Context: an optimization exercise on an open-source flow, tuned for small area. The choices shown serve that exercise and are no tape-out recipe.
The RTL was checked by simulation tests, not by an equivalence proof against the original design.
No activity file was given, so power comes from the tool's default toggle rates.

Setup of run A:
## bbox_overlay_mux
module bbox_overlay_mux #(
  parameter int H_PIXEL  = 1024,
  parameter int V_PIXEL  = 768,
  parameter int OBJ_NUM  = 16,
  parameter int LINE_W   = 2,
  parameter int MARGIN_X = 20,
  parameter int MARGIN_Y = 20
) (
  input  logic                     sys_clk,
  input  logic                     sys_rst_n,
  input  logic                     pre_wr_en,
  input  logic                     pre_hs,
  input  logic                     pre_vs,
  input  logic [OBJ_NUM*43-1:0]    pos_data,
  input  logic [15:0]              cam_data,
  input  logic [1:0]               mode,
  output logic [15:0]              fusion_rgb565,
  output logic [23:0]              fusion_rgb888,
  output logic                     fusion_hs,
  output logic                     fusion_vs,
  output logic                     fusion_wr_en,
  output logic [7:0]               obj_num,
  output logic                     frame_latch
);
Size: ~4,200 cells after synthesis, about 890 flip-flops, about 760 I/O pins, ~39,000 um^2 of cells after synthesis.
Settings: LEC_CHECK=0, ABC_AREA=1, CAP_MARGIN=20, CORE_MARGIN=2, CORE_UTILIZATION=60, PLACE_DENSITY=0.7, SLEW_MARGIN=20, BUFFER_PORTS_ARGS=-buffer_cell sky130_fd_sc_hd__buf_1, CTS_ARGS=-sink_clustering_enable -repair_clock_nets -dont_use_dummy_load -buf_list sky130_fd_sc_hd__clkbuf_8 -sink_clustering_size 30 -sink_clustering_max_diameter 40; clock period 6.0 ns.
standard.sh (not shown) runs the stock make flow with config.mk's settings and CLKGATE_MAP_FILE= SYNTH_SCRIPT=/design/flow/synth_recipe.tcl, a recipe that flattens the netlist after the stock synthesis.
==> flow/flow/run.sh <==
#!/bin/bash
# Layout flow: the standard ORFS flow (standard.sh, unchanged synthesis)
# with two layout settings changed:
#  - port buffers use the smallest buffer cell (buf_1) instead of the
#    default pick; every input and output port still gets its own buffer
#  - clock tree built from clkbuf_8 cells with clusters of up to 30 sinks within 40 um and no
#    dummy loads
set -o pipefail
cat >> config.mk <<'EOC'
export BUFFER_PORTS_ARGS = -buffer_cell sky130_fd_sc_hd__buf_1
export CTS_ARGS = -sink_clustering_enable -repair_clock_nets -dont_use_dummy_load -buf_list sky130_fd_sc_hd__clkbuf_8 -sink_clustering_size 30 -sink_clustering_max_diameter 40
EOC
bash standard.sh > standard.log 2>&1
### run A -> run B
Settings: CTS_ARGS: -sink_clustering_enable -repair_clock_nets -dont_use_dummy_load -buf_list sky130_fd_sc_hd__clkbuf_8 -sink_clustering_size 30 -sink_clustering_max_diameter 40 -> -sink_clustering_enable -repair_clock_nets -dont_use_dummy_load -buf_list sky130_fd_sc_hd__clkbuf_4 -sink_clustering_size 10 -sink_clustering_max_diameter 30; PLACE_DENSITY: 0.7 -> 0.8; CORE_UTILIZATION: 60 -> 75.
==> flow/flow/run.sh <==
#!/bin/bash
# Layout flow: the standard ORFS flow (standard.sh, unchanged synthesis)
# with two layout settings changed:
#  - port buffers use the smallest buffer cell (buf_1) instead of the
#    default pick; every input and output port still gets its own buffer
#  - clock tree built from clkbuf_4 cells with clusters of up to 10 sinks within 30 um and no
#    dummy loads
set -o pipefail
cat >> config.mk <<'EOC'
export BUFFER_PORTS_ARGS = -buffer_cell sky130_fd_sc_hd__buf_1
export CTS_ARGS = -sink_clustering_enable -repair_clock_nets -dont_use_dummy_load -buf_list sky130_fd_sc_hd__clkbuf_4 -sink_clustering_size 10 -sink_clustering_max_diameter 30
EOC
bash standard.sh > standard.log 2>&1
Results
- Full die area down 13,000 um^2 in run B wrt run A
- Diff run A -> run B: number of well taps decreased by 20% relative to the old numbers, relative contribution of the clock network to total power now sits lower.
- Of the two values seen for type of the worst setup path, in2reg was produced by run A and reg2out by run B.
Input-level comparison between run C and run B:
Settings: PLACE_DENSITY changed from 0.8 to 0.7; CORE_UTILIZATION changed from 75 to 60.
## What came out
| final design instance area without fill | lower: run B |
Side by side, met3 track demand over resource turned out lower in run C than in run B.
Cmp run C and run B / share of total power in the clock network / higher: run C
Data required time of the critical path was higher in the run labelled run C.
From run B to run C the numbers moved as follows: post-detailed-routing wire length shrank by 2.0%; number of well taps +about 26%; final cell count increased by 191 relative to the old numbers; net count of the finished layout moved up; slew at the pin closest to its max-slew limit shows an increase of 58 ps.

---

Another version of the RTL of bbox_overlay_mux (not shown whole).
For scale: about 4300 cells after synthesis, ~900 flip-flops.
Settings: LEC_CHECK=0, ABC_AREA=1, CAP_MARGIN=20, CORE_MARGIN=2, CORE_UTILIZATION=60, PLACE_DENSITY=0.7, SLEW_MARGIN=20, BUFFER_PORTS_ARGS=-buffer_cell sky130_fd_sc_hd__buf_1, CTS_ARGS=-sink_clustering_enable -repair_clock_nets -dont_use_dummy_load -buf_list sky130_fd_sc_hd__clkbuf_4 -sink_clustering_size 10 -sink_clustering_max_diameter 30; clock period 6.0 ns.
==> flow/flow/run.sh <==
#!/bin/bash
# Layout flow: the standard ORFS flow (standard.sh, unchanged synthesis)
# with two layout settings changed:
#  - port buffers use the smallest buffer cell (buf_1) instead of the
#    default pick; every input and output port still gets its own buffer
#  - clock tree built from clkbuf_4 cells with clusters of up to 10 sinks within 30 um and no
#    dummy loads
set -o pipefail
cat >> config.mk <<'EOC'
export BUFFER_PORTS_ARGS = -buffer_cell sky130_fd_sc_hd__buf_1
export CTS_ARGS = -sink_clustering_enable -repair_clock_nets -dont_use_dummy_load -buf_list sky130_fd_sc_hd__clkbuf_4 -sink_clustering_size 10 -sink_clustering_max_diameter 30
EOC
bash standard.sh > standard.log 2>&1
Then changed:
CORE_UTILIZATION = 75   (was 60)
PLACE_DENSITY = 0.8   (was 0.7)
After rerunning:
- non-clock buffer count shrinks by 9
- setup slack is worse by 4.9 ps
- die area shrinks by 20%
- total power is about the same
- via count grows by 6.7%
- combinational power grows by about 3%
- global-route usage grows by 10 points

==> afterwards: timing with drivers on the ports <==
No port has a modelled driver above. Below, the same layouts with a new extraction and two added sets of constraints.
Step 1 sets driving cells, clkbuf_16 on the clock port and buf_2 on the other inputs (assumed; they add their load-dependent delay and slew).
Step 2 times the ports against the registers' clock, not the clock port: input delays grow and output delays shrink by t, the midpoint of the rising clock arrivals with the driver on.
a / b / c = no drivers / after step 1 / after step 2; a / b = the first two.
run | t (ns) | setup WS [ns] | hold slack, ns | worst setup path at the end | pins driven straight from the clock port
run A | 0.773 | 0.671 / 0.714 / -0.059 | 0.294 / 0.294 / 0.294 | input to register | 1
run B | 1.098 | 0.536 / 0.468 / -0.386 | 0.161 / 0.122 / 0.282 | input to register | 1
run C | 1.062 | 0.966 / 0.993 / -0.058 | 0.230 / 0.194 / 0.294 | input to register | 1
the first run of note 2 | 1.068 | 0.596 / 0.596 / 0.596 | 0.188 / 0.143 / 0.320 | register to register | 1
the second run of note 2 | 1.097 | 0.591 / 0.591 / 0.591 | 0.175 / 0.136 / 0.318 | register to register | 1
With both steps, setup timing fails in run A, run B and run C, where it was met with ideal ports. For run C, which loses most, drivers alone change the setup slack by +0.027 ns; drivers and shift together by -1.024 ns.
